Source: an optimization exercise on an open RTL-to-GDS flow (aim: small area, a short achievable clock period and few clock cycles per item). Production flows keep margins and buffers that such runs may drop.
Where RTL was checked, it was by simulation tests only, not by an equivalence proof against the original.
Function not checked in run 2: the RTL went through the layout flow alone.
No activity file was given, so power comes from the tool's default toggle rates.

==> flow/design.v (outline; a module is shown in full before it is edited, if it fits) <==
// module pipelined_alu: 1149 lines
// module pipelined_alu_fa: 4 lines
// module pipelined_alu_ha: 4 lines
// module pipelined_alu_pf: 4 lines
// module pipelined_alu_pg: 3 lines
// module pipelined_alu_x2: 3 lines
// module pipelined_alu_bef: 5 lines
// module pipelined_alu_be: 5 lines
module pipelined_alu #(
   parameter int WIDTH   = 32,
   parameter int LATENCY = 2,
   parameter int TAG_W   = 8
) (
   input  logic             clk,
   input  logic             reset,
   input  logic             in_valid,
   output logic             in_ready,
   input  logic [WIDTH-1:0] op_a,
   input  logic [WIDTH-1:0] op_b,
   input  logic [3:0]       opcode,
   input  logic [TAG_W-1:0] in_tag,
   output logic             out_valid,
   input  logic             out_ready,
   output logic [WIDTH-1:0] result,
   output logic [TAG_W-1:0] out_tag,
   output logic             flag_z,
   output logic             flag_c,
   output logic             flag_v,
   output logic             err,
   output logic             busy
);
  // ...
==> flow/flow/run.sh <==
#!/bin/bash
# The standard layout, with the ports buffered by buf_1 cells instead of the delay-type
# buffer that buffer_ports picks by default.
set -euo pipefail
bash standard.sh "BUFFER_PORTS_ARGS=-buffer_cell sky130_fd_sc_hd__buf_1" finish > standard_make.log 2>&1
==> flow/standard.sh <==
#!/bin/bash
# synth_recipe.tcl (not shown) runs the flow's synth.tcl, then flattens the netlist and writes it again
# the make line also repeats each setting of config.mk as NAME=value (left out here)
make -C /OpenROAD-flow-scripts/flow DESIGN_CONFIG=/design/flow/config.mk WORK_HOME=/design/flow/orfs CLKGATE_MAP_FILE= SYNTH_SCRIPT=/design/flow/synth_recipe.tcl "${@:-finish}"
==> flow/config.mk <==
export PLATFORM = sky130hd
export DESIGN_NAME = pipelined_alu
export DESIGN_NICKNAME = pipelined_alu
export VERILOG_FILES = /design/flow/design.v
export SDC_FILE = /design/flow/constraint.sdc
export NUM_CORES = 4
export LEC_CHECK = 0
export CAP_MARGIN = 20
export CORE_MARGIN = 2
export CORE_UTILIZATION = 55
export PLACE_DENSITY = 0.75
export SETUP_SLACK_MARGIN = 4.25
export SLEW_MARGIN = 20
export SYNTH_HIERARCHICAL = 1
==> flow/constraint.sdc <==
create_clock -name core_clock -period 10.0 [get_ports {clk}]
set_input_delay 2.0000 -clock core_clock [delete_from_list [all_inputs] [get_ports {clk}]]
set_output_delay 2.0000 -clock core_clock [all_outputs]
set_load 0.01 [all_outputs]
==> metrics.cfg, run 1 <==
[timing]
timing.fmax_ghz = 0.1832
slew_headroom = 0.1603
rsz0062_at_grt = no
fin_ws_ns = 4.542

[power]
pg_clk_w = 0.000659
p_total_w = 0.009304
netSwitchingPower_w = 0.004468
cellLeakagePower_nw = 8.219

[logic_synthesis]
synthSimpleGateAreaFrac = 0.07146
seq_area_frac_synth = 0.2380
yosysUniqueCellTypes = 58
synth_top_area_cell = edfxtp_1

[worst_setup_path]
reg2reg_from = ua1
worst_r2r_endpoint = p[31]
worstPathRequired_ns = 10.19
cp_slowest_cell = buf_6

[worst_hold_path]
holdPathEnd = tag2[6]

[clock_tree]
postCtsSetupRepairBufs = 0
h-tree-depth = 4

[cells_and_area]
n_antenna_cell = 0
final_util = 0.6041

[detailed_routing]
drt_iter0_drc = 2114
num_vias = 16710

[placement]
place_area_sq_mm = 0.02084

[grt]
met3_usage = 0.06646

[outcome]
status = complete, no violations

[floorplanning]
io_pins = 127

Testbench counts, summed over its fixed seeds: cycles 16,016, items 16,000.
==> inputs of run 2 (changes only) <==
--- a/flow/design.v
+++ b/flow/design.v
@@ -916,17 +916,17 @@
    pipelined_alu_x2 u_xp61 (.a(xp60), .b(fa225_c), .y(xp61));
    wire t31 = xp61;
    wire [31:0] tx = {t31, fa225_s, fa224_s, fa223_s, fa222_s, fa221_s, fa220_s, fa219_s, fa218_s, fa217_s, fa216_s, fa215_s, fa214_s, fa213_s, fa212_s, fa211_s, fa210_s, fa209_s, fa208_s, fa207_s, fa206_s, fa205_s, fa204_s, fa203_s, fa202_s, fa201_s, fa200_s, fa199_s, fa198_s, fa197_s, pp0_1, pp0_0};
    wire [31:0] ty = {1'b0, fa224_c, fa223_c, fa222_c, fa221_c, fa220_c, fa219_c, fa218_c, fa217_c, fa216_c, fa215_c, fa214_c, fa213_c, fa212_c, fa211_c, fa210_c, fa209_c, fa208_c, fa207_c, fa206_c, fa205_c, fa204_c, fa203_c, fa202_c, fa201_c, fa200_c, fa199_c, fa198_c, fa197_c, bn1, 1'b0, bn0};
    wire [31:0] x1 = tx;
    wire [31:0] y1 = ty | ({32{ua1}} & bm);
    wire et1 = !use_ab1 & (1'b0);
    wire [31:0] p1 = {x1[31] ^ y1[31] ^ et1, x1[30:0] ^ y1[30:0]};
-   wire [31:0] g1 = x1 & y1;
+   wire [31:0] g1 = {x1[31:1] & y1[31:1], (x1[0] & y1[0]) | ((x1[0] ^ y1[0]) & cin1)};
    logic [31:0] p, g;
    logic x31;
    logic [7:0]  tag2;
    logic [3:0]  op2;
    logic cin, fill;
    always_ff @(posedge clk) begin
       if (adv) begin
          p <= p1; g <= g1; x31 <= x1[31]; tag2 <= tag1;
@@ -951,190 +951,189 @@
    wire s_slt = op2 == 4'd8;
    wire s_sltu = op2 == 4'd9;
    wire s_fl = op2 == 4'd0 || op2 == 4'd1;
    wire e = op2 > 4'd10;
    logic [31:0] sum;
    logic cout;
    wire [31:0] ad_g0 = g;
    wire [31:0] ad_p0 = p;
-   wire ad_n1_g;
-   pipelined_alu_pg u_ad_n1 (.gh(ad_g0[0]), .ph(ad_p0[0]), .gl(cin), .g(ad_n1_g));
+   wire ad_n1_g, ad_n1_p;
+   pipelined_alu_pf u_ad_n1 (.gh(ad_g0[1]), .ph(ad_p0[1]), .gl(ad_g0[0]), .pl(ad_p0[0]), .g(ad_n1_g), .p(ad_n1_p));
    wire ad_n2_g, ad_n2_p;
-   pipelined_alu_pf u_ad_n2 (.gh(ad_g0[2]), .ph(ad_p0[2]), .gl(ad_g0[1]), .pl(ad_p0[1]), .g(ad_n2_g), .p(ad_n2_p));
+   pipelined_alu_pf u_ad_n2 (.gh(ad_g0[3]), .ph(ad_p0[3]), .gl(ad_g0[2]), .pl(ad_p0[2]), .g(ad_n2_g), .p(ad_n2_p));
    wire ad_n3_g, ad_n3_p;
-   pipelined_alu_pf u_ad_n3 (.gh(ad_g0[4]), .ph(ad_p0[4]), .gl(ad_g0[3]), .pl(ad_p0[3]), .g(ad_n3_g), .p(ad_n3_p));
+   pipelined_alu_pf u_ad_n3 (.gh(ad_g0[5]), .ph(ad_p0[5]), .gl(ad_g0[4]), .pl(ad_p0[4]), .g(ad_n3_g), .p(ad_n3_p));
    wire ad_n4_g, ad_n4_p;
-   pipelined_alu_pf u_ad_n4 (.gh(ad_g0[6]), .ph(ad_p0[6]), .gl(ad_g0[5]), .pl(ad_p0[5]), .g(ad_n4_g), .p(ad_n4_p));
+   pipelined_alu_pf u_ad_n4 (.gh(ad_g0[7]), .ph(ad_p0[7]), .gl(ad_g0[6]), .pl(ad_p0[6]), .g(ad_n4_g), .p(ad_n4_p));
    wire ad_n5_g, ad_n5_p;
-   pipelined_alu_pf u_ad_n5 (.gh(ad_g0[8]), .ph(ad_p0[8]), .gl(ad_g0[7]), .pl(ad_p0[7]), .g(ad_n5_g), .p(ad_n5_p));
+   pipelined_alu_pf u_ad_n5 (.gh(ad_g0[9]), .ph(ad_p0[9]), .gl(ad_g0[8]), .pl(ad_p0[8]), .g(ad_n5_g), .p(ad_n5_p));
    wire ad_n6_g, ad_n6_p;
-   pipelined_alu_pf u_ad_n6 (.gh(ad_g0[10]), .ph(ad_p0[10]), .gl(ad_g0[9]), .pl(ad_p0[9]), .g(ad_n6_g), .p(ad_n6_p));
+   pipelined_alu_pf u_ad_n6 (.gh(ad_g0[11]), .ph(ad_p0[11]), .gl(ad_g0[10]), .pl(ad_p0[10]), .g(ad_n6_g), .p(ad_n6_p));
    wire ad_n7_g, ad_n7_p;
-   pipelined_alu_pf u_ad_n7 (.gh(ad_g0[12]), .ph(ad_p0[12]), .gl(ad_g0[11]), .pl(ad_p0[11]), .g(ad_n7_g), .p(ad_n7_p));
+   pipelined_alu_pf u_ad_n7 (.gh(ad_g0[13]), .ph(ad_p0[13]), .gl(ad_g0[12]), .pl(ad_p0[12]), .g(ad_n7_g), .p(ad_n7_p));
    wire ad_n8_g, ad_n8_p;
-   pipelined_alu_pf u_ad_n8 (.gh(ad_g0[14]), .ph(ad_p0[14]), .gl(ad_g0[13]), .pl(ad_p0[13]), .g(ad_n8_g), .p(ad_n8_p));
+   pipelined_alu_pf u_ad_n8 (.gh(ad_g0[15]), .ph(ad_p0[15]), .gl(ad_g0[14]), .pl(ad_p0[14]), .g(ad_n8_g), .p(ad_n8_p));
    wire ad_n9_g, ad_n9_p;
-   pipelined_alu_pf u_ad_n9 (.gh(ad_g0[16]), .ph(ad_p0[16]), .gl(ad_g0[15]), .pl(ad_p0[15]), .g(ad_n9_g), .p(ad_n9_p));
+   pipelined_alu_pf u_ad_n9 (.gh(ad_g0[17]), .ph(ad_p0[17]), .gl(ad_g0[16]), .pl(ad_p0[16]), .g(ad_n9_g), .p(ad_n9_p));
    wire ad_n10_g, ad_n10_p;
-   pipelined_alu_pf u_ad_n10 (.gh(ad_g0[18]), .ph(ad_p0[18]), .gl(ad_g0[17]), .pl(ad_p0[17]), .g(ad_n10_g), .p(ad_n10_p));
+   pipelined_alu_pf u_ad_n10 (.gh(ad_g0[19]), .ph(ad_p0[19]), .gl(ad_g0[18]), .pl(ad_p0[18]), .g(ad_n10_g), .p(ad_n10_p));
    wire ad_n11_g, ad_n11_p;
-   pipelined_alu_pf u_ad_n11 (.gh(ad_g0[20]), .ph(ad_p0[20]), .gl(ad_g0[19]), .pl(ad_p0[19]), .g(ad_n11_g), .p(ad_n11_p));
+   pipelined_alu_pf u_ad_n11 (.gh(ad_g0[21]), .ph(ad_p0[21]), .gl(ad_g0[20]), .pl(ad_p0[20]), .g(ad_n11_g), .p(ad_n11_p));
    wire ad_n12_g, ad_n12_p;
-   pipelined_alu_pf u_ad_n12 (.gh(ad_g0[22]), .ph(ad_p0[22]), .gl(ad_g0[21]), .pl(ad_p0[21]), .g(ad_n12_g), .p(ad_n12_p));
+   pipelined_alu_pf u_ad_n12 (.gh(ad_g0[23]), .ph(ad_p0[23]), .gl(ad_g0[22]), .pl(ad_p0[22]), .g(ad_n12_g), .p(ad_n12_p));
    wire ad_n13_g, ad_n13_p;
-   pipelined_alu_pf u_ad_n13 (.gh(ad_g0[24]), .ph(ad_p0[24]), .gl(ad_g0[23]), .pl(ad_p0[23]), .g(ad_n13_g), .p(ad_n13_p));
+   pipelined_alu_pf u_ad_n13 (.gh(ad_g0[25]), .ph(ad_p0[25]), .gl(ad_g0[24]), .pl(ad_p0[24]), .g(ad_n13_g), .p(ad_n13_p));
    wire ad_n14_g, ad_n14_p;
-   pipelined_alu_pf u_ad_n14 (.gh(ad_g0[26]), .ph(ad_p0[26]), .gl(ad_g0[25]), .pl(ad_p0[25]), .g(ad_n14_g), .p(ad_n14_p));
+   pipelined_alu_pf u_ad_n14 (.gh(ad_g0[27]), .ph(ad_p0[27]), .gl(ad_g0[26]), .pl(ad_p0[26]), .g(ad_n14_g), .p(ad_n14_p));
    wire ad_n15_g, ad_n15_p;
-   pipelined_alu_pf u_ad_n15 (.gh(ad_g0[28]), .ph(ad_p0[28]), .gl(ad_g0[27]), .pl(ad_p0[27]), .g(ad_n15_g), .p(ad_n15_p));
+   pipelined_alu_pf u_ad_n15 (.gh(ad_g0[29]), .ph(ad_p0[29]), .gl(ad_g0[28]), .pl(ad_p0[28]), .g(ad_n15_g), .p(ad_n15_p));
    wire ad_n16_g, ad_n16_p;
-   pipelined_alu_pf u_ad_n16 (.gh(ad_g0[30]), .ph(ad_p0[30]), .gl(ad_g0[29]), .pl(ad_p0[29]), .g(ad_n16_g), .p(ad_n16_p));
-   wire ad_n17_g;
-   pipelined_alu_pg u_ad_n17 (.gh(ad_g0[1]), .ph(ad_p0[1]), .gl(ad_n1_g), .g(ad_n17_g));
-   wire ad_n18_g;
-   pipelined_alu_pg u_ad_n18 (.gh(ad_n2_g), .ph(ad_n2_p), .gl(ad_n1_g), .g(ad_n18_g));
+   pipelined_alu_pf u_ad_n16 (.gh(ad_g0[31]), .ph(ad_p0[31]), .gl(ad_g0[30]), .pl(ad_p0[30]), .g(ad_n16_g), .p(ad_n16_p));
+   wire ad_n17_g, ad_n17_p;
+   pipelined_alu_pf u_ad_n17 (.gh(ad_g0[2]), .ph(ad_p0[2]), .gl(ad_n1_g), .pl(None), .g(ad_n17_g), .p(ad_n17_p));
+   wire ad_n18_g, ad_n18_p;
+   pipelined_alu_pf u_ad_n18 (.gh(ad_n2_g), .ph(ad_n2_p), .gl(ad_n1_g), .pl(None), .g(ad_n18_g), .p(ad_n18_p));
    wire ad_n19_g, ad_n19_p;
-   pipelined_alu_pf u_ad_n19 (.gh(ad_g0[5]), .ph(ad_p0[5]), .gl(ad_n3_g), .pl(ad_n3_p), .g(ad_n19_g), .p(ad_n19_p));
+   pipelined_alu_pf u_ad_n19 (.gh(ad_g0[6]), .ph(ad_p0[6]), .gl(ad_n3_g), .pl(ad_n3_p), .g(ad_n19_g), .p(ad_n19_p));
    wire ad_n20_g, ad_n20_p;
    pipelined_alu_pf u_ad_n20 (.gh(ad_n4_g), .ph(ad_n4_p), .gl(ad_n3_g), .pl(ad_n3_p), .g(ad_n20_g), .p(ad_n20_p));
    wire ad_n21_g, ad_n21_p;
-   pipelined_alu_pf u_ad_n21 (.gh(ad_g0[9]), .ph(ad_p0[9]), .gl(ad_n5_g), .pl(ad_n5_p), .g(ad_n21_g), .p(ad_n21_p));
+   pipelined_alu_pf u_ad_n21 (.gh(ad_g0[10]), .ph(ad_p0[10]), .gl(ad_n5_g), .pl(ad_n5_p), .g(ad_n21_g), .p(ad_n21_p));
    wire ad_n22_g, ad_n22_p;
    pipelined_alu_pf u_ad_n22 (.gh(ad_n6_g), .ph(ad_n6_p), .gl(ad_n5_g), .pl(ad_n5_p), .g(ad_n22_g), .p(ad_n22_p));
    wire ad_n23_g, ad_n23_p;
-   pipelined_alu_pf u_ad_n23 (.gh(ad_g0[13]), .ph(ad_p0[13]), .gl(ad_n7_g), .pl(ad_n7_p), .g(ad_n23_g), .p(ad_n23_p));
+   pipelined_alu_pf u_ad_n23 (.gh(ad_g0[14]), .ph(ad_p0[14]), .gl(ad_n7_g), .pl(ad_n7_p), .g(ad_n23_g), .p(ad_n23_p));
    wire ad_n24_g, ad_n24_p;
    pipelined_alu_pf u_ad_n24 (.gh(ad_n8_g), .ph(ad_n8_p), .gl(ad_n7_g), .pl(ad_n7_p), .g(ad_n24_g), .p(ad_n24_p));
    wire ad_n25_g, ad_n25_p;
-   pipelined_alu_pf u_ad_n25 (.gh(ad_g0[17]), .ph(ad_p0[17]), .gl(ad_n9_g), .pl(ad_n9_p), .g(ad_n25_g), .p(ad_n25_p));
+   pipelined_alu_pf u_ad_n25 (.gh(ad_g0[18]), .ph(ad_p0[18]), .gl(ad_n9_g), .pl(ad_n9_p), .g(ad_n25_g), .p(ad_n25_p));
    wire ad_n26_g, ad_n26_p;
    pipelined_alu_pf u_ad_n26 (.gh(ad_n10_g), .ph(ad_n10_p), .gl(ad_n9_g), .pl(ad_n9_p), .g(ad_n26_g), .p(ad_n26_p));
    wire ad_n27_g, ad_n27_p;
-   pipelined_alu_pf u_ad_n27 (.gh(ad_g0[21]), .ph(ad_p0[21]), .gl(ad_n11_g), .pl(ad_n11_p), .g(ad_n27_g), .p(ad_n27_p));
+   pipelined_alu_pf u_ad_n27 (.gh(ad_g0[22]), .ph(ad_p0[22]), .gl(ad_n11_g), .pl(ad_n11_p), .g(ad_n27_g), .p(ad_n27_p));
    wire ad_n28_g, ad_n28_p;
    pipelined_alu_pf u_ad_n28 (.gh(ad_n12_g), .ph(ad_n12_p), .gl(ad_n11_g), .pl(ad_n11_p), .g(ad_n28_g), .p(ad_n28_p));
    wire ad_n29_g, ad_n29_p;
-   pipelined_alu_pf u_ad_n29 (.gh(ad_g0[25]), .ph(ad_p0[25]), .gl(ad_n13_g), .pl(ad_n13_p), .g(ad_n29_g), .p(ad_n29_p));
+   pipelined_alu_pf u_ad_n29 (.gh(ad_g0[26]), .ph(ad_p0[26]), .gl(ad_n13_g), .pl(ad_n13_p), .g(ad_n29_g), .p(ad_n29_p));
    wire ad_n30_g, ad_n30_p;
    pipelined_alu_pf u_ad_n30 (.gh(ad_n14_g), .ph(ad_n14_p), .gl(ad_n13_g), .pl(ad_n13_p), .g(ad_n30_g), .p(ad_n30_p));
    wire ad_n31_g, ad_n31_p;
-   pipelined_alu_pf u_ad_n31 (.gh(ad_g0[29]), .ph(ad_p0[29]), .gl(ad_n15_g), .pl(ad_n15_p), .g(ad_n31_g), .p(ad_n31_p));
+   pipelined_alu_pf u_ad_n31 (.gh(ad_g0[30]), .ph(ad_p0[30]), .gl(ad_n15_g), .pl(ad_n15_p), .g(ad_n31_g), .p(ad_n31_p));
    wire ad_n32_g, ad_n32_p;
    pipelined_alu_pf u_ad_n32 (.gh(ad_n16_g), .ph(ad_n16_p), .gl(ad_n15_g), .pl(ad_n15_p), .g(ad_n32_g), .p(ad_n32_p));
-   wire ad_n33_g;
-   pipelined_alu_pg u_ad_n33 (.gh(ad_g0[3]), .ph(ad_p0[3]), .gl(ad_n18_g), .g(ad_n33_g));
-   wire ad_n34_g;
-   pipelined_alu_pg u_ad_n34 (.gh(ad_n3_g), .ph(ad_n3_p), .gl(ad_n18_g), .g(ad_n34_g));
-   wire ad_n35_g;
-   pipelined_alu_pg u_ad_n35 (.gh(ad_n19_g), .ph(ad_n19_p), .gl(ad_n18_g), .g(ad_n35_g));
-   wire ad_n36_g;
-   pipelined_alu_pg u_ad_n36 (.gh(ad_n20_g), .ph(ad_n20_p), .gl(ad_n18_g), .g(ad_n36_g));
+   wire ad_n33_g, ad_n33_p;
+   pipelined_alu_pf u_ad_n33 (.gh(ad_g0[4]), .ph(ad_p0[4]), .gl(ad_n18_g), .pl(None), .g(ad_n33_g), .p(ad_n33_p));
+   wire ad_n34_g, ad_n34_p;
+   pipelined_alu_pf u_ad_n34 (.gh(ad_n3_g), .ph(ad_n3_p), .gl(ad_n18_g), .pl(None), .g(ad_n34_g), .p(ad_n34_p));
+   wire ad_n35_g, ad_n35_p;
+   pipelined_alu_pf u_ad_n35 (.gh(ad_n19_g), .ph(ad_n19_p), .gl(ad_n18_g), .pl(None), .g(ad_n35_g), .p(ad_n35_p));
+   wire ad_n36_g, ad_n36_p;
+   pipelined_alu_pf u_ad_n36 (.gh(ad_n20_g), .ph(ad_n20_p), .gl(ad_n18_g), .pl(None), .g(ad_n36_g), .p(ad_n36_p));
    wire ad_n37_g, ad_n37_p;
-   pipelined_alu_pf u_ad_n37 (.gh(ad_g0[11]), .ph(ad_p0[11]), .gl(ad_n22_g), .pl(ad_n22_p), .g(ad_n37_g), .p(ad_n37_p));
+   pipelined_alu_pf u_ad_n37 (.gh(ad_g0[12]), .ph(ad_p0[12]), .gl(ad_n22_g), .pl(ad_n22_p), .g(ad_n37_g), .p(ad_n37_p));
    wire ad_n38_g, ad_n38_p;
    pipelined_alu_pf u_ad_n38 (.gh(ad_n7_g), .ph(ad_n7_p), .gl(ad_n22_g), .pl(ad_n22_p), .g(ad_n38_g), .p(ad_n38_p));
    wire ad_n39_g, ad_n39_p;
    pipelined_alu_pf u_ad_n39 (.gh(ad_n23_g), .ph(ad_n23_p), .gl(ad_n22_g), .pl(ad_n22_p), .g(ad_n39_g), .p(ad_n39_p));
    wire ad_n40_g, ad_n40_p;
    pipelined_alu_pf u_ad_n40 (.gh(ad_n24_g), .ph(ad_n24_p), .gl(ad_n22_g), .pl(ad_n22_p), .g(ad_n40_g), .p(ad_n40_p));
    wire ad_n41_g, ad_n41_p;
-   pipelined_alu_pf u_ad_n41 (.gh(ad_g0[19]), .ph(ad_p0[19]), .gl(ad_n26_g), .pl(ad_n26_p), .g(ad_n41_g), .p(ad_n41_p));
+   pipelined_alu_pf u_ad_n41 (.gh(ad_g0[20]), .ph(ad_p0[20]), .gl(ad_n26_g), .pl(ad_n26_p), .g(ad_n41_g), .p(ad_n41_p));
    wire ad_n42_g, ad_n42_p;
    pipelined_alu_pf u_ad_n42 (.gh(ad_n11_g), .ph(ad_n11_p), .gl(ad_n26_g), .pl(ad_n26_p), .g(ad_n42_g), .p(ad_n42_p));
    wire ad_n43_g, ad_n43_p;
    pipelined_alu_pf u_ad_n43 (.gh(ad_n27_g), .ph(ad_n27_p), .gl(ad_n26_g), .pl(ad_n26_p), .g(ad_n43_g), .p(ad_n43_p));
    wire ad_n44_g, ad_n44_p;
    pipelined_alu_pf u_ad_n44 (.gh(ad_n28_g), .ph(ad_n28_p), .gl(ad_n26_g), .pl(ad_n26_p), .g(ad_n44_g), .p(ad_n44_p));
    wire ad_n45_g, ad_n45_p;
-   pipelined_alu_pf u_ad_n45 (.gh(ad_g0[27]), .ph(ad_p0[27]), .gl(ad_n30_g), .pl(ad_n30_p), .g(ad_n45_g), .p(ad_n45_p));
+   pipelined_alu_pf u_ad_n45 (.gh(ad_g0[28]), .ph(ad_p0[28]), .gl(ad_n30_g), .pl(ad_n30_p), .g(ad_n45_g), .p(ad_n45_p));
    wire ad_n46_g, ad_n46_p;
    pipelined_alu_pf u_ad_n46 (.gh(ad_n15_g), .ph(ad_n15_p), .gl(ad_n30_g), .pl(ad_n30_p), .g(ad_n46_g), .p(ad_n46_p));
    wire ad_n47_g, ad_n47_p;
    pipelined_alu_pf u_ad_n47 (.gh(ad_n31_g), .ph(ad_n31_p), .gl(ad_n30_g), .pl(ad_n30_p), .g(ad_n47_g), .p(ad_n47_p));
    wire ad_n48_g, ad_n48_p;
    pipelined_alu_pf u_ad_n48 (.gh(ad_n32_g), .ph(ad_n32_p), .gl(ad_n30_g), .pl(ad_n30_p), .g(ad_n48_g), .p(ad_n48_p));
-   wire ad_n49_g;
-   pipelined_alu_pg u_ad_n49 (.gh(ad_g0[7]), .ph(ad_p0[7]), .gl(ad_n36_g), .g(ad_n49_g));
-   wire ad_n50_g;
-   pipelined_alu_pg u_ad_n50 (.gh(ad_n5_g), .ph(ad_n5_p), .gl(ad_n36_g), .g(ad_n50_g));
-   wire ad_n51_g;
-   pipelined_alu_pg u_ad_n51 (.gh(ad_n21_g), .ph(ad_n21_p), .gl(ad_n36_g), .g(ad_n51_g));
-   wire ad_n52_g;
-   pipelined_alu_pg u_ad_n52 (.gh(ad_n22_g), .ph(ad_n22_p), .gl(ad_n36_g), .g(ad_n52_g));
-   wire ad_n53_g;
-   pipelined_alu_pg u_ad_n53 (.gh(ad_n37_g), .ph(ad_n37_p), .gl(ad_n36_g), .g(ad_n53_g));
-   wire ad_n54_g;
-   pipelined_alu_pg u_ad_n54 (.gh(ad_n38_g), .ph(ad_n38_p), .gl(ad_n36_g), .g(ad_n54_g));
-   wire ad_n55_g;
-   pipelined_alu_pg u_ad_n55 (.gh(ad_n39_g), .ph(ad_n39_p), .gl(ad_n36_g), .g(ad_n55_g));
-   wire ad_n56_g;
-   pipelined_alu_pg u_ad_n56 (.gh(ad_n40_g), .ph(ad_n40_p), .gl(ad_n36_g), .g(ad_n56_g));
+   wire ad_n49_g, ad_n49_p;
+   pipelined_alu_pf u_ad_n49 (.gh(ad_g0[8]), .ph(ad_p0[8]), .gl(ad_n36_g), .pl(None), .g(ad_n49_g), .p(ad_n49_p));
+   wire ad_n50_g, ad_n50_p;
+   pipelined_alu_pf u_ad_n50 (.gh(ad_n5_g), .ph(ad_n5_p), .gl(ad_n36_g), .pl(None), .g(ad_n50_g), .p(ad_n50_p));
+   wire ad_n51_g, ad_n51_p;
+   pipelined_alu_pf u_ad_n51 (.gh(ad_n21_g), .ph(ad_n21_p), .gl(ad_n36_g), .pl(None), .g(ad_n51_g), .p(ad_n51_p));
+   wire ad_n52_g, ad_n52_p;
+   pipelined_alu_pf u_ad_n52 (.gh(ad_n22_g), .ph(ad_n22_p), .gl(ad_n36_g), .pl(None), .g(ad_n52_g), .p(ad_n52_p));
+   wire ad_n53_g, ad_n53_p;
+   pipelined_alu_pf u_ad_n53 (.gh(ad_n37_g), .ph(ad_n37_p), .gl(ad_n36_g), .pl(None), .g(ad_n53_g), .p(ad_n53_p));
+   wire ad_n54_g, ad_n54_p;
+   pipelined_alu_pf u_ad_n54 (.gh(ad_n38_g), .ph(ad_n38_p), .gl(ad_n36_g), .pl(None), .g(ad_n54_g), .p(ad_n54_p));
+   wire ad_n55_g, ad_n55_p;
+   pipelined_alu_pf u_ad_n55 (.gh(ad_n39_g), .ph(ad_n39_p), .gl(ad_n36_g), .pl(None), .g(ad_n55_g), .p(ad_n55_p));
+   wire ad_n56_g, ad_n56_p;
+   pipelined_alu_pf u_ad_n56 (.gh(ad_n40_g), .ph(ad_n40_p), .gl(ad_n36_g), .pl(None), .g(ad_n56_g), .p(ad_n56_p));
    wire ad_n57_g, ad_n57_p;
-   pipelined_alu_pf u_ad_n57 (.gh(ad_g0[23]), .ph(ad_p0[23]), .gl(ad_n44_g), .pl(ad_n44_p), .g(ad_n57_g), .p(ad_n57_p));
+   pipelined_alu_pf u_ad_n57 (.gh(ad_g0[24]), .ph(ad_p0[24]), .gl(ad_n44_g), .pl(ad_n44_p), .g(ad_n57_g), .p(ad_n57_p));
    wire ad_n58_g, ad_n58_p;
    pipelined_alu_pf u_ad_n58 (.gh(ad_n13_g), .ph(ad_n13_p), .gl(ad_n44_g), .pl(ad_n44_p), .g(ad_n58_g), .p(ad_n58_p));
    wire ad_n59_g, ad_n59_p;
    pipelined_alu_pf u_ad_n59 (.gh(ad_n29_g), .ph(ad_n29_p), .gl(ad_n44_g), .pl(ad_n44_p), .g(ad_n59_g), .p(ad_n59_p));
    wire ad_n60_g, ad_n60_p;
    pipelined_alu_pf u_ad_n60 (.gh(ad_n30_g), .ph(ad_n30_p), .gl(ad_n44_g), .pl(ad_n44_p), .g(ad_n60_g), .p(ad_n60_p));
    wire ad_n61_g, ad_n61_p;
    pipelined_alu_pf u_ad_n61 (.gh(ad_n45_g), .ph(ad_n45_p), .gl(ad_n44_g), .pl(ad_n44_p), .g(ad_n61_g), .p(ad_n61_p));
    wire ad_n62_g, ad_n62_p;
    pipelined_alu_pf u_ad_n62 (.gh(ad_n46_g), .ph(ad_n46_p), .gl(ad_n44_g), .pl(ad_n44_p), .g(ad_n62_g), .p(ad_n62_p));
    wire ad_n63_g, ad_n63_p;
    pipelined_alu_pf u_ad_n63 (.gh(ad_n47_g), .ph(ad_n47_p), .gl(ad_n44_g), .pl(ad_n44_p), .g(ad_n63_g), .p(ad_n63_p));
    wire ad_n64_g, ad_n64_p;
    pipelined_alu_pf u_ad_n64 (.gh(ad_n48_g), .ph(ad_n48_p), .gl(ad_n44_g), .pl(ad_n44_p), .g(ad_n64_g), .p(ad_n64_p));
-   wire ad_n65_g;
-   pipelined_alu_pg u_ad_n65 (.gh(ad_g0[15]), .ph(ad_p0[15]), .gl(ad_n56_g), .g(ad_n65_g));
-   wire ad_n66_g;
-   pipelined_alu_pg u_ad_n66 (.gh(ad_n9_g), .ph(ad_n9_p), .gl(ad_n56_g), .g(ad_n66_g));
-   wire ad_n67_g;
-   pipelined_alu_pg u_ad_n67 (.gh(ad_n25_g), .ph(ad_n25_p), .gl(ad_n56_g), .g(ad_n67_g));
-   wire ad_n68_g;
-   pipelined_alu_pg u_ad_n68 (.gh(ad_n26_g), .ph(ad_n26_p), .gl(ad_n56_g), .g(ad_n68_g));
-   wire ad_n69_g;
-   pipelined_alu_pg u_ad_n69 (.gh(ad_n41_g), .ph(ad_n41_p), .gl(ad_n56_g), .g(ad_n69_g));
-   wire ad_n70_g;
-   pipelined_alu_pg u_ad_n70 (.gh(ad_n42_g), .ph(ad_n42_p), .gl(ad_n56_g), .g(ad_n70_g));
-   wire ad_n71_g;
-   pipelined_alu_pg u_ad_n71 (.gh(ad_n43_g), .ph(ad_n43_p), .gl(ad_n56_g), .g(ad_n71_g));
-   wire ad_n72_g;
-   pipelined_alu_pg u_ad_n72 (.gh(ad_n44_g), .ph(ad_n44_p), .gl(ad_n56_g), .g(ad_n72_g));
-   wire ad_n73_g;
-   pipelined_alu_pg u_ad_n73 (.gh(ad_n57_g), .ph(ad_n57_p), .gl(ad_n56_g), .g(ad_n73_g));
-   wire ad_n74_g;
-   pipelined_alu_pg u_ad_n74 (.gh(ad_n58_g), .ph(ad_n58_p), .gl(ad_n56_g), .g(ad_n74_g));
-   wire ad_n75_g;
-   pipelined_alu_pg u_ad_n75 (.gh(ad_n59_g), .ph(ad_n59_p), .gl(ad_n56_g), .g(ad_n75_g));
-   wire ad_n76_g;
-   pipelined_alu_pg u_ad_n76 (.gh(ad_n60_g), .ph(ad_n60_p), .gl(ad_n56_g), .g(ad_n76_g));
-   wire ad_n77_g;
-   pipelined_alu_pg u_ad_n77 (.gh(ad_n61_g), .ph(ad_n61_p), .gl(ad_n56_g), .g(ad_n77_g));
-   wire ad_n78_g;
-   pipelined_alu_pg u_ad_n78 (.gh(ad_n62_g), .ph(ad_n62_p), .gl(ad_n56_g), .g(ad_n78_g));
-   wire ad_n79_g;
-   pipelined_alu_pg u_ad_n79 (.gh(ad_n63_g), .ph(ad_n63_p), .gl(ad_n56_g), .g(ad_n79_g));
-   wire ad_n80_g;
-   pipelined_alu_pg u_ad_n80 (.gh(ad_n64_g), .ph(ad_n64_p), .gl(ad_n56_g), .g(ad_n80_g));
-   wire ad_n81_g;
-   pipelined_alu_pg u_ad_n81 (.gh(ad_g0[31]), .ph(ad_p0[31]), .gl(ad_n80_g), .g(ad_n81_g));
-   wire [31:0] ad_c = {ad_n80_g, ad_n79_g, ad_n78_g, ad_n77_g, ad_n76_g, ad_n75_g, ad_n74_g, ad_n73_g, ad_n72_g, ad_n71_g, ad_n70_g, ad_n69_g, ad_n68_g, ad_n67_g, ad_n66_g, ad_n65_g, ad_n56_g, ad_n55_g, ad_n54_g, ad_n53_g, ad_n52_g, ad_n51_g, ad_n50_g, ad_n49_g, ad_n36_g, ad_n35_g, ad_n34_g, ad_n33_g, ad_n18_g, ad_n17_g, ad_n1_g, cin};
+   wire ad_n65_g, ad_n65_p;
+   pipelined_alu_pf u_ad_n65 (.gh(ad_g0[16]), .ph(ad_p0[16]), .gl(ad_n56_g), .pl(None), .g(ad_n65_g), .p(ad_n65_p));
+   wire ad_n66_g, ad_n66_p;
+   pipelined_alu_pf u_ad_n66 (.gh(ad_n9_g), .ph(ad_n9_p), .gl(ad_n56_g), .pl(None), .g(ad_n66_g), .p(ad_n66_p));
+   wire ad_n67_g, ad_n67_p;
+   pipelined_alu_pf u_ad_n67 (.gh(ad_n25_g), .ph(ad_n25_p), .gl(ad_n56_g), .pl(None), .g(ad_n67_g), .p(ad_n67_p));
+   wire ad_n68_g, ad_n68_p;
+   pipelined_alu_pf u_ad_n68 (.gh(ad_n26_g), .ph(ad_n26_p), .gl(ad_n56_g), .pl(None), .g(ad_n68_g), .p(ad_n68_p));
+   wire ad_n69_g, ad_n69_p;
+   pipelined_alu_pf u_ad_n69 (.gh(ad_n41_g), .ph(ad_n41_p), .gl(ad_n56_g), .pl(None), .g(ad_n69_g), .p(ad_n69_p));
+   wire ad_n70_g, ad_n70_p;
+   pipelined_alu_pf u_ad_n70 (.gh(ad_n42_g), .ph(ad_n42_p), .gl(ad_n56_g), .pl(None), .g(ad_n70_g), .p(ad_n70_p));
+   wire ad_n71_g, ad_n71_p;
+   pipelined_alu_pf u_ad_n71 (.gh(ad_n43_g), .ph(ad_n43_p), .gl(ad_n56_g), .pl(None), .g(ad_n71_g), .p(ad_n71_p));
+   wire ad_n72_g, ad_n72_p;
+   pipelined_alu_pf u_ad_n72 (.gh(ad_n44_g), .ph(ad_n44_p), .gl(ad_n56_g), .pl(None), .g(ad_n72_g), .p(ad_n72_p));
+   wire ad_n73_g, ad_n73_p;
+   pipelined_alu_pf u_ad_n73 (.gh(ad_n57_g), .ph(ad_n57_p), .gl(ad_n56_g), .pl(None), .g(ad_n73_g), .p(ad_n73_p));
+   wire ad_n74_g, ad_n74_p;
+   pipelined_alu_pf u_ad_n74 (.gh(ad_n58_g), .ph(ad_n58_p), .gl(ad_n56_g), .pl(None), .g(ad_n74_g), .p(ad_n74_p));
+   wire ad_n75_g, ad_n75_p;
+   pipelined_alu_pf u_ad_n75 (.gh(ad_n59_g), .ph(ad_n59_p), .gl(ad_n56_g), .pl(None), .g(ad_n75_g), .p(ad_n75_p));
+   wire ad_n76_g, ad_n76_p;
+   pipelined_alu_pf u_ad_n76 (.gh(ad_n60_g), .ph(ad_n60_p), .gl(ad_n56_g), .pl(None), .g(ad_n76_g), .p(ad_n76_p));
+   wire ad_n77_g, ad_n77_p;
+   pipelined_alu_pf u_ad_n77 (.gh(ad_n61_g), .ph(ad_n61_p), .gl(ad_n56_g), .pl(None), .g(ad_n77_g), .p(ad_n77_p));
+   wire ad_n78_g, ad_n78_p;
+   pipelined_alu_pf u_ad_n78 (.gh(ad_n62_g), .ph(ad_n62_p), .gl(ad_n56_g), .pl(None), .g(ad_n78_g), .p(ad_n78_p));
+   wire ad_n79_g, ad_n79_p;
+   pipelined_alu_pf u_ad_n79 (.gh(ad_n63_g), .ph(ad_n63_p), .gl(ad_n56_g), .pl(None), .g(ad_n79_g), .p(ad_n79_p));
+   wire ad_n80_g, ad_n80_p;
+   pipelined_alu_pf u_ad_n80 (.gh(ad_n64_g), .ph(ad_n64_p), .gl(ad_n56_g), .pl(None), .g(ad_n80_g), .p(ad_n80_p));
+   wire [31:0] ad_c = {ad_n79_g, ad_n78_g, ad_n77_g, ad_n76_g, ad_n75_g, ad_n74_g, ad_n73_g, ad_n72_g, ad_n71_g, ad_n70_g, ad_n69_g, ad_n68_g, ad_n67_g, ad_n66_g, ad_n65_g, ad_n56_g, ad_n55_g, ad_n54_g, ad_n53_g, ad_n52_g, ad_n51_g, ad_n50_g, ad_n49_g, ad_n36_g, ad_n35_g, ad_n34_g, ad_n33_g, ad_n18_g, ad_n17_g, ad_n1_g, ad_g0[0], cin};
    assign sum = ad_p0 ^ ad_c;
-   assign cout = ad_n81_g;
+   assign cout = ad_n80_g;
    wire same31 = !p[31];
    wire [30:0] or30 = g[30:0] | p[30:0];
    logic [31:0] sumf, res;
    always_comb begin
       for (int i = 0; i < 32; i++) begin
          sumf[i] = sum[i] ^ fill;
       end
       for (int i = 0; i < 32; i++) begin
-         res[i] = (s_sum & sum[i]) | (s_rev & sumf[31-i]) | (s_g & g[i]) | (s_p & p[i]);
+         res[i] = (s_sum & sum[i]) | (s_rev & !fill & sum[31-i]) | (s_rev & fill & !sum[31-i])
+                | (s_g & g[i]) | (s_p & p[i]);
       end
       res[0] = res[0] | (s_slt & (same31 ? x31 : sum[31])) | (s_sltu & !cout);
    end
    wire c2 = s_fl & (cout ^ cin);
    wire v2f = s_fl & same31 & (sum[31] ^ x31);
    assign result = res;
    assign out_tag = tag2;
    wire [31:0] zt = {or30, cin};
==> flow/config.mk (replaced) <==
export PLATFORM = sky130hd
export DESIGN_NAME = pipelined_alu
export DESIGN_NICKNAME = pipelined_alu
export VERILOG_FILES = /design/flow/design.v
export SDC_FILE = /design/flow/constraint.sdc
export NUM_CORES = 4
export LEC_CHECK = 0
export CAP_MARGIN = 20
export CORE_MARGIN = 2
export CORE_UTILIZATION = 55
export PLACE_DENSITY = 0.75
export SETUP_SLACK_MARGIN = 4.5
export SLEW_MARGIN = 20
export SYNTH_HIERARCHICAL = 1
==> metrics.cfg, run 2 <==
[outcome]
status = complete, no violations

[logic_synthesis]
avgSynthCellArea_sq_um = 10.19
yosys_warnings = 10
syn_inst = 1963
syn_area_sq_mm = 0.02001

[clock_tree]
cts.path.max_buffers = 2
tritoncts = yes
hold_buffers = 0
cts_root_buffer = clkbuf_16
clock_latency_ns = 0.45
h-tree-depth = 4  ; unchanged
cts-buffers-inserted = 17
clkTransAtPathRegs_ns = 0.08
cts.sinks = 159

[floorplanning]
fp.dieW_um = 194.7
fp.dieH_um = 194.7
initial_core_util = 0.5611
rows = 69
die_area_sq_mm = 0.03792
io_pins = 127  ; unchanged
coreArea_sq_mm = 0.03566

[power]
pwr-share-seq = 0.188
swShare = 0.4696
p_total_w = 0.009281  ; -0.25%
netSwitchingPower_w = 0.004359  ; -2.5%
power_frac_comb = 0.741
pwr-share-clk = 0.071
cellLeakagePower_nw = 8.486  ; +3.3%
peakVddDrop_mv = 0.4167
internal_power_w = 0.004922
powerDensity_mw_per_mm2 = 423.2

[worst_setup_path]
critPathMaxFanout = 9
critPathCaptureType = primary output
worstPathRequired_ns = 8.00  ; -2.19 ns
worst_ep_arrival_time_ns = 3.43
cp-startpoint = p[27]
worst_r2r_endpoint = p[31]
startpoint_type = flip-flop
reg2reg_from = bm[8]
rrSetupSlack_ns = 4.69
ff2ff_path_depth = 13
criticalPathCategory = reg2out

[grt]
antenna_found_initial = 0
grt_max_degree = 82
grtUsageTotal = 0.3316
grt_overflow = 0
grt_pass1_wl_mm = 96.80
first_global_vias = 16650

[timing]
timing.fmax_ghz = 0.1842  ; +0.56%
drv_slew = 0
slew_headroom = 0.2282  ; +0.06791
hold_ws_ns = 0.4131
clock_skew_ns = 0.01846
period_needed_ns = 5.428
tns_ns = 0
finalCritPeriodShare = 0.5428
max_slew.worst_pin.slew_ns = 1.158
rsz0062_at_grt = no
setup_violations = 0
hold_viol = 0

[placement]
hpwl_mm = 44.07
routabilityCongestion = 0.9740
numPortBuffers = 126
place_area_sq_mm = 0.02084  ; about the same

[detailed_routing]
ant_nets = 0
dr.pass1.iters = 7
drc = 0
vias_per_cell = 6.701
drt_iter0_drc = 2095  ; -0.90%
num_vias = 16840  ; +0.77%
totalWireLength_mm = 63.42
wl_per_cell_um = 25.24

[cells_and_area]
syn_to_final_growth_pct = 9.613
finish.instance_area_sq_mm = 0.02193
mostFrequentLayoutCell = xnor2_1
nFillCells = 2957
layout_common_cells = xnor2_1, a22oi_1, fa_1
fin_nets = 2376
register_area_sq_mm = 0.004755
n_antenna_cell = 0  ; unchanged
multi_input_area_sq_mm = 0.01469
drive_gt1_frac = 0.08626
final_util = 0.6150  ; +0.01095

[worst_hold_path]
holdCritPathClass = reg2reg
holdPathEnd = fill
worstHoldPathCells = 0
min_from = fill1

[job]
drv_cap = 0

## run 2: layout make-up
class,count,share of cell area
Clock inverter,14,0.007075
Clock buffer,18,0.01957
Inverter,9,0.001541
Sequential cell,159,0.2168
Timing Repair Buffer,230,0.05883
Tap cell,461,0.02630
Multi-Input combinational cell,1622,0.6699
## run 2: per-stage QoR
step | setup WS, ns | instances
floorplan | 4.604 | 1980
global placement | 4.502 | 2425
detailed placement | 4.400 | 2425
CTS | 4.365 | 2457
global route | 4.459 | 2513
finish | 4.572 | 2513
## run 2: critical path: stages, from the launching register on
cell      delay, ns
edfxtp_1       0.65
and2_1         0.23
and2_1         0.26
and2_1         0.19
and2_1         0.13
a21o_1         0.13
nor2b_1        0.05
a211oi_1       0.21
a21oi_1        0.06
a222oi_1       0.47
nand3_1        0.16
nor4_2         0.25
clkbuf_2       0.18
## run 2: worst max-delay path by stage
stage	depth (start not counted)	endpoint	slack, ns
2_1_floorplan	12	p[31]	4.60
3_3_place_gp	13	p[31]	4.50
3_5_place_dp	13	p[31]	4.40
4_1_cts	12	flag_z	4.37
5_1_grt	12	flag_z	4.46
6_report	12	flag_z	4.57
## run 2: layer usage
metal,vias to the layer above,GRT usage,routed length [um]
li1,7203,-,-
met1,8220,0.4202,23720
met2,1113,0.5206,29020
met3,304,0.06785,6209
met4,0,0.2108,4469
met5,-,0,0
## run 2: power groups by stage
stage,clock [W],combinational (W),sequential (W)
floorplan,0,0.00451,0.00161
global placement,0,0.00623,0.00181
detailed placement,0,0.00649,0.00181
CTS,0.000667,0.00656,0.00180
global route,0.000695,0.00756,0.00176
finish,0.000660,0.00688,0.00174
## run 2: repair_timing
action | CTS | global route
setup buffers | 0 | 56
endpoints found under the setup margin | 5 | 7
gates resized for setup | 3 | 18
pin swaps | 0 | 5

-- port drivers added, routing unchanged --
The results above use ideal ports. As a check the final layouts listed here were re-extracted and re-timed, cells and wires unchanged. Step 1 sets driving cells, clkbuf_16 on the clock port and buf_2 on the other inputs (assumed; they add their load-dependent delay and slew). Step 2, shift: input delay + t, output delay - t, t = (earliest + latest rising clock arrival at the registers) / 2. This alone moves slack from input paths to output paths. Slacks: ideal ports / drivers / drivers and shift; pairs: ideal ports / drivers.
run	t, ns	slack for setup (ns)	worst data-port slew with drivers (ns)
run 1	0.487	4.542 / 4.510 / 4.542	0.06
run 2	0.491	4.572 / 4.521 / 4.686	0.05
After both steps setup and hold are still met in every run listed.
